This is an optimization exercise on Yosys and OpenROAD, whose aim is small area and few clock cycles per item, not a production implementation. The RTL was checked by simulation tests, not by an equivalence proof against the original design.

==> flow/design.v (excerpt) <==
module dsp_mac_pipe (
  input  logic               CLK,
  input  logic               RSTN,
  input  logic               IN_VALID,
  output logic               IN_READY,
  input  logic signed [17:0] A,
  input  logic signed [17:0] B,
  input  logic signed [17:0] D,
  input  logic signed [47:0] C,
  input  logic [3:0]         OPMODE,
  output logic               OUT_VALID,
  input  logic               OUT_READY,
  output logic signed [47:0] P,
  output logic               CARRYOUT,
  output logic               OVERFLOW
);
clock: 7.0 ns
lec_check: 0
cap_margin: 20
core_margin: 2
core_utilization: 40
slew_margin: 20
standard.sh (not shown) runs the stock make flow with config.mk's settings and CLKGATE_MAP_FILE= SYNTH_SCRIPT=/design/flow/synth_recipe.tcl, a recipe that flattens the netlist after the stock synthesis.
==> flow/flow/run.sh <==
#!/bin/bash
# The standard ORFS layout (the standard.sh), with these changes:
# - the port buffers that global placement inserts on every input and output
#   are sky130_fd_sc_hd__buf_1 instead of the tool's default pick; timing
#   repair still resizes any of them that need more drive;
# - Yosys's synth runs without its early "abc -fast" pass, so the full adders
#   that ORFS extracts keep the polarity the RTL writes them in (the final ABC
#   mapping and everything else are unchanged);
# - clock tree synthesis uses smaller clock buffers, larger sink clusters and
#   no dummy loads.
set -euo pipefail
bash standard.sh "BUFFER_PORTS_ARGS=-buffer_cell sky130_fd_sc_hd__buf_1" "SYNTH_ARGS=-noabc" \
  "CTS_ARGS=-sink_clustering_enable -repair_clock_nets -buf_list {sky130_fd_sc_hd__clkbuf_4 sky130_fd_sc_hd__clkbuf_8} -sink_clustering_size 60 -sink_clustering_max_diameter 250 -dont_use_dummy_load" \
  finish > standard.log 2>&1
The baseline finished with timing, DRC and antenna clean.
Testbench counts at the start, summed over its fixed seeds: cycles 32,062, items 32,046.
==> next run, changes <==
--- a/flow/flow/run.sh
+++ b/flow/flow/run.sh
@@ -9,6 +9,8 @@
 # - clock tree synthesis uses smaller clock buffers, larger sink clusters and
-#   no dummy loads.
+#   no dummy loads;
+# - after global routing, gates on paths with positive slack are downsized
+#   (ORFS RECOVER_POWER).
 set -euo pipefail
 bash standard.sh "BUFFER_PORTS_ARGS=-buffer_cell sky130_fd_sc_hd__buf_1" "SYNTH_ARGS=-noabc" \
-  "CTS_ARGS=-sink_clustering_enable -repair_clock_nets -buf_list {sky130_fd_sc_hd__clkbuf_4 sky130_fd_sc_hd__clkbuf_8} -sink_clustering_size 60 -sink_clustering_max_diameter 250 -dont_use_dummy_load" \
-  finish > standard.log 2>&1
+  "CTS_ARGS=-sink_clustering_enable -repair_clock_nets -buf_list {sky130_fd_sc_hd__clkbuf_4 sky130_fd_sc_hd__clkbuf_8} -sink_clustering_size 30 -sink_clustering_max_diameter 100 -dont_use_dummy_load" \
+  "RECOVER_POWER=100" finish > standard.log 2>&1
Effect:
- This time the run finished with capacitance limit, slew limit left
- routed wire length barely changes
- count of clock-buffer cells in the layout stays the same
- global-route usage stays the same
- flip-flop and latch count does not change
- critical path depth came out lower by 3
- worst setup slack is about the same
- final cell count stays the same

========
== v50 ==
dsp_mac_pipe again, from the RTL that the note above started with.
==> flow/config.mk <==
export PLATFORM = sky130hd
export DESIGN_NAME = dsp_mac_pipe
export DESIGN_NICKNAME = dsp_mac_pipe
export VERILOG_FILES = /design/flow/design.v
export SDC_FILE = /design/flow/constraint.sdc
export NUM_CORES = 4
export LEC_CHECK = 0
export CAP_MARGIN = 20
export CORE_MARGIN = 2
export CORE_UTILIZATION = 40
export SLEW_MARGIN = 20
==> flow/constraint.sdc <==
create_clock -name core_clock -period 7.0 [get_ports {CLK}]
set_input_delay 1.4000 -clock core_clock [delete_from_list [all_inputs] [get_ports {CLK}]]
set_output_delay 1.4000 -clock core_clock [all_outputs]
set_load 0.01 [all_outputs]
==> flow/flow/run.sh <==
#!/bin/bash
# The standard ORFS layout (the standard.sh), with these changes:
# - the port buffers that global placement inserts on every input and output
#   are sky130_fd_sc_hd__buf_1 instead of the tool's default pick; timing
#   repair still resizes any of them that need more drive;
# - Yosys's synth runs without its early "abc -fast" pass, so the full adders
#   that ORFS extracts keep the polarity the RTL writes them in (the final ABC
#   mapping and everything else are unchanged);
# - global placement is not timing driven (later timing repair still runs).
set -euo pipefail
bash standard.sh "BUFFER_PORTS_ARGS=-buffer_cell sky130_fd_sc_hd__buf_1" "SYNTH_ARGS=-noabc" \
  "GPL_TIMING_DRIVEN=0" finish > standard.log 2>&1
Testbench counts of v50, summed over its fixed seeds: cycles 32,062, items 32,046.
diff inputs: v50 => v13
-- flow/flow/run.sh --
<<< v50, line 8
#   mapping and everything else are unchanged);
# - global placement is not timing driven (later timing repair still runs).
set -euo pipefail
bash standard.sh "BUFFER_PORTS_ARGS=-buffer_cell sky130_fd_sc_hd__buf_1" "SYNTH_ARGS=-noabc" \
  "GPL_TIMING_DRIVEN=0" finish > standard.log 2>&1
>>> v13, line 8
#   mapping and everything else are unchanged);
# - clock tree synthesis uses smaller clock buffers, larger sink clusters and
#   no dummy loads;
# - global placement keeps none of the timing-driven resizer changes (later
#   repair steps still run).
set -euo pipefail
bash standard.sh "BUFFER_PORTS_ARGS=-buffer_cell sky130_fd_sc_hd__buf_1" "SYNTH_ARGS=-noabc" \
  "CTS_ARGS=-sink_clustering_enable -repair_clock_nets -buf_list {sky130_fd_sc_hd__clkbuf_4 sky130_fd_sc_hd__clkbuf_8} -sink_clustering_size 30 -sink_clustering_max_diameter 100 -dont_use_dummy_load" \
  "GPL_KEEP_OVERFLOW=0" finish > standard.log 2>&1
Notes after the runs:
- v13 finished every step from synthesis to the final layout, and the layout passed the timing, DRC and antenna checks.
- Relative to v50, fraction of met3 tracks used by global routing has gone up in v13.
- v13 against v50; post-cts repair resize count is down by more than half.
- [diff] vias after detailed routing, v13 relative to v50: improvement
- Looking at termination of the worst setup path, the co_q result is from v50; the r_q[36] one comes from v13.
- Going from v50 to v13, wire length per cell now sits lower, hold-critical path depth now sits at about the same level.
Input changes introduced in v42 (baseline for comparison: v13):
==> flow/flow/run.sh <==
#!/bin/bash
# The standard ORFS layout (the standard.sh), with these changes:
# - the port buffers that global placement inserts on every input and output
#   are sky130_fd_sc_hd__buf_1 instead of the tool's default pick; timing
#   repair still resizes any of them that need more drive;
# - Yosys's synth runs without its early "abc -fast" pass, so the full adders
#   that ORFS extracts keep the polarity the RTL writes them in (the final ABC
#   mapping and everything else are unchanged).
set -euo pipefail
bash standard.sh "BUFFER_PORTS_ARGS=-buffer_cell sky130_fd_sc_hd__buf_1" "SYNTH_ARGS=-noabc" finish > standard.log 2>&1
--- outcome ---
Looking at the reports, v42 completed the entire flow and the layout it produced met the timing, DRC and antenna checks.
Sequential cell area: v42 vs v13, no meaningful difference
Comparing v42 and v13, the lower layout cell share with drive strength beyond 1 is on v13.
v42 vs v13: final cell count without fillers up by a few percent
For the slew of the pin with the lowest slew margin, v42 came in 100 ps lower than v13 did.
Comparing v42 with v13, the clock transition time at the flip-flop clock pins of the worst setup and hold paths came out essentially unchanged.
v13 → v42: total routed wirelength now larger.
### v42 -> v27
# v42
export LEC_CHECK = 0
export CAP_MARGIN = 20
export CORE_MARGIN = 2
export CORE_UTILIZATION = 40
export SLEW_MARGIN = 20
create_clock -name core_clock -period 7.0 [get_ports {CLK}]
# v27
export LEC_CHECK = 0
export CAP_MARGIN = 20
export CORE_MARGIN = 2
export CORE_UTILIZATION = 55
export PLACE_DENSITY = 0.7
export SLEW_MARGIN = 20
create_clock -name core_clock -period 7.0 [get_ports {CLK}]
-- flow/flow/run.sh --
<<< v42, line 7
#   that ORFS extracts keep the polarity the RTL writes them in (the final ABC
#   mapping and everything else are unchanged).
set -euo pipefail
bash standard.sh "BUFFER_PORTS_ARGS=-buffer_cell sky130_fd_sc_hd__buf_1" "SYNTH_ARGS=-noabc" finish > standard.log 2>&1
>>> v27, line 7
#   that ORFS extracts keep the polarity the RTL writes them in (the final ABC
#   mapping and everything else are unchanged);
# - clock tree synthesis uses smaller clock buffers, larger sink clusters and
#   no dummy loads.
set -euo pipefail
bash standard.sh "BUFFER_PORTS_ARGS=-buffer_cell sky130_fd_sc_hd__buf_1" "SYNTH_ARGS=-noabc" \
  "CTS_ARGS=-sink_clustering_enable -repair_clock_nets -buf_list {sky130_fd_sc_hd__clkbuf_4 sky130_fd_sc_hd__clkbuf_8} -sink_clustering_size 30 -sink_clustering_max_diameter 100 -dont_use_dummy_load" \
  finish > standard.log 2>&1
Results
- Taking v42 as the reference, in v27 fraction of standard cell area that is sequential has increased; required time of the worst setup path has increased; clock network area share has decreased.
- v42 went all the way through the flow, and no timing, DRC or antenna check failed.
- v27 did not stop at any stage, and its layout met the timing, DRC and antenna checks.
- Compare v27 and v42 | final cell utilization of the core lower: v42
- v27 -> v42: footprint of the multi-input gates flat
- Run comparison: v27 timing startpoint of the critical path a1_q[7]; v42 timing startpoint of the critical path op1_q[1]
- Looking at final worst-path setup slack across both flows, v27 is the weaker of the two, with v42 ahead.
- Compared with v42, in v27 delay of the slowest cell on the worst path fell by 140 ps, fraction of the cycle the final worst path needs increased by 0.52 points relative to the old numbers, row count -11.

========
== JK ==
Another version of the RTL of dsp_mac_pipe (not shown whole).
For scale: about 1,300 cells after synthesis, roughly 140 flip-flops, ~0.015 mm^2 of cells after synthesis.
clock: 7.0 ns
lec_check: 0
cap_margin: 20
core_margin: 2
core_utilization: 40
gpl_routability_driven: 0
slew_margin: 20
==> flow/flow/run.sh <==
#!/bin/bash
# The standard ORFS layout (the standard.sh), with these changes:
# - the port buffers that global placement inserts on every input and output
#   are sky130_fd_sc_hd__buf_1 instead of the tool's default pick; timing
#   repair still resizes any of them that need more drive;
# - Yosys's synth runs without its early "abc -fast" pass, so the full adders
#   that ORFS extracts keep the polarity the RTL writes them in (the final ABC
#   mapping and everything else are unchanged);
# - clock tree synthesis uses smaller clock buffers, larger sink clusters and
#   no dummy loads.
set -euo pipefail
bash standard.sh "BUFFER_PORTS_ARGS=-buffer_cell sky130_fd_sc_hd__buf_1" "SYNTH_ARGS=-noabc" \
  "CTS_ARGS=-sink_clustering_enable -repair_clock_nets -buf_list {sky130_fd_sc_hd__clkbuf_4 sky130_fd_sc_hd__clkbuf_8} -sink_clustering_size 30 -sink_clustering_max_diameter 100 -dont_use_dummy_load" \
  finish > standard.log 2>&1
JK ran to completion and came out clean on the timing, DRC and antenna checks.
Testbench counts of JK, summed over its fixed seeds: cycles 32,062, items 32,046.
Input changes introduced in MS (baseline for comparison: JK):
Settings: a deleted GPL_ROUTABILITY_DRIVEN that had been 0.
--- a/flow/flow/run.sh
+++ b/flow/flow/run.sh
@@ -8,7 +8,11 @@
 #   mapping and everything else are unchanged);
 # - clock tree synthesis uses smaller clock buffers, larger sink clusters and
-#   no dummy loads.
+#   no dummy loads;
+# - after synthesis, the steps that insert buffers may not use the plain
+#   buffers above 2x drive (the platform's don't-use list is kept).
 set -euo pipefail
-bash standard.sh "BUFFER_PORTS_ARGS=-buffer_cell sky130_fd_sc_hd__buf_1" "SYNTH_ARGS=-noabc" \
-  "CTS_ARGS=-sink_clustering_enable -repair_clock_nets -buf_list {sky130_fd_sc_hd__clkbuf_4 sky130_fd_sc_hd__clkbuf_8} -sink_clustering_size 30 -sink_clustering_max_diameter 100 -dont_use_dummy_load" \
-  finish > standard.log 2>&1
+ARGS=("BUFFER_PORTS_ARGS=-buffer_cell sky130_fd_sc_hd__buf_1" "SYNTH_ARGS=-noabc"
+  "CTS_ARGS=-sink_clustering_enable -repair_clock_nets -buf_list {sky130_fd_sc_hd__clkbuf_4 sky130_fd_sc_hd__clkbuf_8} -sink_clustering_size 30 -sink_clustering_max_diameter 100 -dont_use_dummy_load")
+bash standard.sh "${ARGS[@]}" synth > standard_synth.log 2>&1
+DU="sky130_fd_sc_hd__probe_p_8 sky130_fd_sc_hd__probec_p_8 sky130_fd_sc_hd__lpflow_bleeder_1 sky130_fd_sc_hd__lpflow_clkbufkapwr_1 sky130_fd_sc_hd__lpflow_clkbufkapwr_16 sky130_fd_sc_hd__lpflow_clkbufkapwr_2 sky130_fd_sc_hd__lpflow_clkbufkapwr_4 sky130_fd_sc_hd__lpflow_clkbufkapwr_8 sky130_fd_sc_hd__lpflow_clkinvkapwr_1 sky130_fd_sc_hd__lpflow_clkinvkapwr_16 sky130_fd_sc_hd__lpflow_clkinvkapwr_2 sky130_fd_sc_hd__lpflow_clkinvkapwr_4 sky130_fd_sc_hd__lpflow_clkinvkapwr_8 sky130_fd_sc_hd__lpflow_decapkapwr_12 sky130_fd_sc_hd__lpflow_decapkapwr_3 sky130_fd_sc_hd__lpflow_decapkapwr_4 sky130_fd_sc_hd__lpflow_decapkapwr_6 sky130_fd_sc_hd__lpflow_decapkapwr_8 sky130_fd_sc_hd__lpflow_inputiso0n_1 sky130_fd_sc_hd__lpflow_inputiso0p_1 sky130_fd_sc_hd__lpflow_inputiso1n_1 sky130_fd_sc_hd__lpflow_inputiso1p_1 sky130_fd_sc_hd__lpflow_inputisolatch_1 sky130_fd_sc_hd__lpflow_isobufsrc_1 sky130_fd_sc_hd__lpflow_isobufsrc_16 sky130_fd_sc_hd__lpflow_isobufsrc_2 sky130_fd_sc_hd__lpflow_isobufsrc_4 sky130_fd_sc_hd__lpflow_isobufsrc_8 sky130_fd_sc_hd__lpflow_isobufsrckapwr_16 sky130_fd_sc_hd__lpflow_lsbuf_lh_hl_isowell_tap_1 sky130_fd_sc_hd__lpflow_lsbuf_lh_hl_isowell_tap_2 sky130_fd_sc_hd__lpflow_lsbuf_lh_hl_isowell_tap_4 sky130_fd_sc_hd__lpflow_lsbuf_lh_isowell_4 sky130_fd_sc_hd__lpflow_lsbuf_lh_isowell_tap_1 sky130_fd_sc_hd__lpflow_lsbuf_lh_isowell_tap_2 sky130_fd_sc_hd__lpflow_lsbuf_lh_isowell_tap_4 sky130_fd_sc_hd__buf_4 sky130_fd_sc_hd__buf_6 sky130_fd_sc_hd__buf_8 sky130_fd_sc_hd__buf_12 sky130_fd_sc_hd__buf_16"
+bash standard.sh "${ARGS[@]}" "DONT_USE_CELLS=$DU" finish > standard.log 2>&1
Findings:
- Changes observed in MS relative to JK: layout overhead on the synthesized area increased 3.3 points; via count of the first global-routing pass increased 354; vertical extent of the die essentially unchanged; final clock period utilization by the worst path increased 0.40 points.
- Summary of MS over JK: hold slack higher, post-route cell area +3.0%.

port drivers added, routing unchanged:
How much do the figures lean on ideal ports? The routed layouts below were timed once more, with nothing changed but the port constraints.
Step 1 assumes that a clkbuf_16 drives the clock port and a buf_2 every other input.
Step 2 times the ports against the registers' clock, not the clock port: input delays grow and output delays shrink by t, the midpoint of the rising clock arrivals with the driver on.
Three values: ideal ports, drivers, drivers and shift; two values: the first two.
run	t (ns)	setup WS [ns]	hold slack, ns	clock arrival spread, ns	pins driven straight from the clock port
the first run of note 1	0.544	0.310 / 0.310 / 0.310	0.557 / 0.557 / 0.557	0.030 / 0.030	1
the second run of note 1	0.546	0.311 / 0.311 / 0.311	0.556 / 0.556 / 0.556	0.030 / 0.030	1
v50	0.529	0.193 / 0.193 / 0.193	0.545 / 0.545 / 0.545	0.014 / 0.014	1
v13	0.545	0.225 / 0.225 / 0.225	0.566 / 0.566 / 0.566	0.029 / 0.030	1
v42	0.521	0.309 / 0.309 / 0.309	0.552 / 0.552 / 0.552	0.009 / 0.008	1
v27	0.551	0.273 / 0.273 / 0.273	0.556 / 0.556 / 0.556	0.045 / 0.045	1
JK	0.537	0.328 / 0.328 / 0.328	0.503 / 0.503 / 0.503	0.045 / 0.046	1
MS	0.534	0.300 / 0.300 / 0.300	0.548 / 0.548 / 0.548	0.038 / 0.039	1
